What follows belongs to an exercise in optimizing a design on an open flow for small area and a short achievable clock period; a production flow would make more cautious choices.
RTL that was checked went through simulation tests only; none was proved equivalent to the original.

Setup of the previous run:
==> flow/design.v (excerpt) <==
module mecobo_core
(
  input  logic                        sys_clk,
  input  logic                        global_clock_reset,
  input  logic                        host_cs,
  input  logic                        host_wr,
  input  logic [7:0]                  host_addr,
  input  logic [15:0]                 host_wdata,
  output logic [15:0]                 host_rdata,
  output logic [8-1:0] pins
);
clock: 6.0 ns
lec_check: 0
cap_margin: 20
core_margin: 2
core_utilization: 55
cts_buf_list: sky130_fd_sc_hd__clkbuf_16
cts_cluster_diameter: 60
cts_cluster_size: 30
place_density: 0.7
setup_slack_margin: 3.4
slew_margin: 20
run.sh (not shown) runs the stock make flow with config.mk's settings and CLKGATE_MAP_FILE= SYNTH_SCRIPT=/design/flow/synth_recipe.tcl, a recipe that flattens the netlist after the stock synthesis.
Edits applied to the flow inputs when going from the previous run to the current run:
--- a/flow/design.v
+++ b/flow/design.v
@@ -178,17 +178,20 @@
   output logic        bus_period,
   output logic        bus_duty,
   output logic        bus_mode,
   output logic        bus_sample,
   output logic [2:0]  bus_pin,
   output logic [15:0] bus_value,
   output logic [2:0]  head_pin,
   output logic        bus_value_z,   
-  output logic [11:0] stamp          
+  output logic [11:0] stamp,         
+  input  logic [15:0] cnt1_hd,
+  input  logic        step_hd,
+  output logic        bus_lt
 );
   localparam int MD = 14;
   logic [52:0]   mem [MD];
   logic [52:0]   head0;
   logic [52:0]   head1;
   logic [52:0]   mem_rd;
   logic [MD-1:0] rd_oh;
   logic [MD-1:0] wr_oh;
@@ -296,72 +299,71 @@
   end
   always_ff @(posedge sys_clk) begin
     bus_period <= h_pd && !head0[19];
     bus_duty   <= h_pd && head0[19];
     bus_mode   <= !h_pd;
     bus_pin    <= head0[18:16];
     bus_value  <= head0[15:0];
     bus_value_z <= (head0[15:0] == 16'd0);
+    bus_lt     <= (head0[15:0] != 16'd0) &&
+                  (step_hd ? (cnt1_hd < head0[15:0] - 16'd1) : (head0[15:1] != 15'd0));
   end
 endmodule
 `timescale 1ns/1ns
 module pin_control
 (
   input  logic        sys_clk,
   input  logic        global_clock_reset,
   input  logic        hit,
   input  logic        bus_period,
   input  logic        bus_duty,
   input  logic        bus_mode,
   input  logic [15:0] bus_value,
   input  logic [15:0] per1_d,        
   input  logic [15:0] duty_d,        
   input  logic        value_nz,      
   input  logic        lt_set,        
-  output logic [15:0] cnt1_n,        
+  output logic [15:0] cnt1,
+  output logic        step,
   output logic        pin
 );
   logic        is_high;
   logic        is_pwm;
   logic [15:0] per1;
   logic [15:0] duty;
   logic        set_mode;
   logic        set_period;
   logic        set_duty;
   logic        high_n;
   logic        pwm_n;
-  logic        step;
-  logic [15:0] cnt1;
   logic        lt_n;
   logic        nz_n;
   assign set_period = hit && bus_period;
   assign set_duty   = hit && bus_duty;
   assign set_mode   = hit && bus_mode;
   assign high_n = set_mode ? (bus_value[1:0] == 2'd1) : is_high;
   assign pwm_n  = set_mode ? (bus_value[1:0] == 2'd2) : is_pwm;
   assign step   = is_pwm && (cnt1 != per1) && !set_period;
   assign lt_n   = set_duty ? lt_set : (pin && (cnt1 != duty));
   assign nz_n   = set_duty ? value_nz : (duty != 16'd0);
   always_ff @(posedge sys_clk) begin
     if (global_clock_reset || set_period) per1 <= per1_d;
     if (global_clock_reset || set_duty) duty <= duty_d;
   end
-  assign cnt1_n = step ? cnt1 + 16'd1 : 16'd1;
-  always_ff @(posedge sys_clk) begin
-    cnt1 <= cnt1_n;
-  end
   always_ff @(posedge sys_clk) begin
     if (global_clock_reset) begin
       is_high <= 1'b0;
       is_pwm  <= 1'b0;
+      cnt1    <= 16'd1;
       pin     <= 1'b0;
     end else begin
       is_high <= high_n;
       is_pwm  <= pwm_n;
+      cnt1 <= step ? cnt1 + 16'd1 : 16'd1;
       pin  <= high_n || (pwm_n && (step ? lt_n : nz_n));
     end
   end
 endmodule
 `timescale 1ns/1ns
 module sample_collector
 (
   input  logic                         sys_clk,
@@ -421,19 +423,21 @@
   logic [2:0]  bus_pin;
   logic [15:0] bus_value;
   logic        bus_value_z;
   logic [15:0] value_p1;
   logic [15:0] per1_d;
   logic [15:0] duty_d;
   logic        value_nz;
   logic [11:0] stamp;
-  logic [15:0] cnt1_n [8];
+  logic [15:0] cnt1 [8];
+  logic [8-1:0] step;
   logic [2:0]  head_pin;
   logic [15:0] cnt1_hd;
+  logic        step_hd;
   logic        lt_set;
   logic [15:0] sample;
   logic        sample_valid;
   logic        sample_pop;
   logic        sample_overflow;
   host_bus i_host_bus (
     .sys_clk            (sys_clk),
     .global_clock_reset (global_clock_reset),
@@ -462,40 +466,42 @@
     .bus_period         (bus_period),
     .bus_duty           (bus_duty),
     .bus_mode           (bus_mode),
     .bus_sample         (bus_sample),
     .bus_pin            (bus_pin),
     .bus_value          (bus_value),
     .bus_value_z        (bus_value_z),
     .stamp              (stamp),
-    .head_pin           (head_pin)
+    .head_pin           (head_pin),
+    .cnt1_hd            (cnt1_hd),
+    .step_hd            (step_hd),
+    .bus_lt             (lt_set)
   );
   assign value_nz = !bus_value_z;
   assign value_p1 = {bus_value[15:1], bus_value[0] || !value_nz};
   assign per1_d   = global_clock_reset ? 16'd1 : value_p1;
   assign duty_d   = global_clock_reset ? 16'd0 : bus_value;
-  always_ff @(posedge sys_clk) begin
-    cnt1_hd <= cnt1_n[head_pin];
-  end
-  assign lt_set = (cnt1_hd < bus_value);
+  assign cnt1_hd = cnt1[head_pin];
+  assign step_hd = step[head_pin];
   for (genvar i = 0; i < 8; i++) begin : g_pin
     pin_control i_pin_control (
       .sys_clk            (sys_clk),
       .global_clock_reset (global_clock_reset),
       .hit                (bus_hit[i]),
       .bus_period         (bus_period),
       .bus_duty           (bus_duty),
       .bus_mode           (bus_mode),
       .bus_value          (bus_value),
       .per1_d             (per1_d),
       .duty_d             (duty_d),
       .value_nz           (value_nz),
       .lt_set             (lt_set),
-      .cnt1_n             (cnt1_n[i]),
+      .cnt1               (cnt1[i]),
+      .step               (step[i]),
       .pin                (pins[i])
     );
   end
   sample_collector i_sample_collector (
     .sys_clk            (sys_clk),
     .global_clock_reset (global_clock_reset),
     .bus_sample         (bus_sample),
     .bus_pin            (bus_pin),
### Flow results
- The previous run reports its highest-delay cell along the critical path as sky130_fd_sc_hd__a2111o_1 while the current run reports sky130_fd_sc_hd__or4_4.
- The current run contains fewer vias than the previous run.
- [compare] base=the previous run new=the current run: signal arrival time at the worst endpoint rose by 0.33 ns; final cell count roughly the same; clock-buffer cell count lower; count of multi-input combinational gates increased 48.
- The current run ended up with i_scheduler.bus_lt as its end point of the critical path; the previous run ended up with cnt1_hd[9].
- First-pass GRT wire length (higher): the previous run
- Compared with the previous run, in the current run die area increased about 0.36%; worst setup slack for register-to-register paths decreased 0.29 ns.
- Of the previous run and the current run, the current run shows the lower number of global-route vias before repair, with the previous run above it.
- The shortest clock period the worst path allows after layout of the current run exceeds that of the previous run by 0.29 ns.
- Of the two candidates, the previous run has the worse wire length and the current run the better one.
The RTL of the current run was laid out without a check of its function.

port drivers added, routing unchanged:
No port has a modelled driver above. Below, the same layouts with a new extraction and two added sets of constraints.
Step 1 sets driving cells, clkbuf_16 on the clock port and buf_2 on the other inputs (assumed; they add their load-dependent delay and slew).
Step 2 times the ports against the registers' clock, not the clock port: input delays grow and output delays shrink by t, the midpoint of the rising clock arrivals with the driver on.
a / b / c = ideal ports / drivers / drivers and shift; a / b = the first two.
run | t, ns | setup WS [ns] | latest minus earliest clock arrival (ns)
the previous run | 0.830 | 3.358 / 3.344 / 2.623 | 0.070 / 0.070
the current run | 0.830 | 3.065 / 3.065 / 2.612 | 0.067 / 0.067
After both steps every run listed still meets setup and hold. The setup slack of the previous run, which loses most, moves by -0.014 ns with the drivers and by -0.735 ns with both steps.
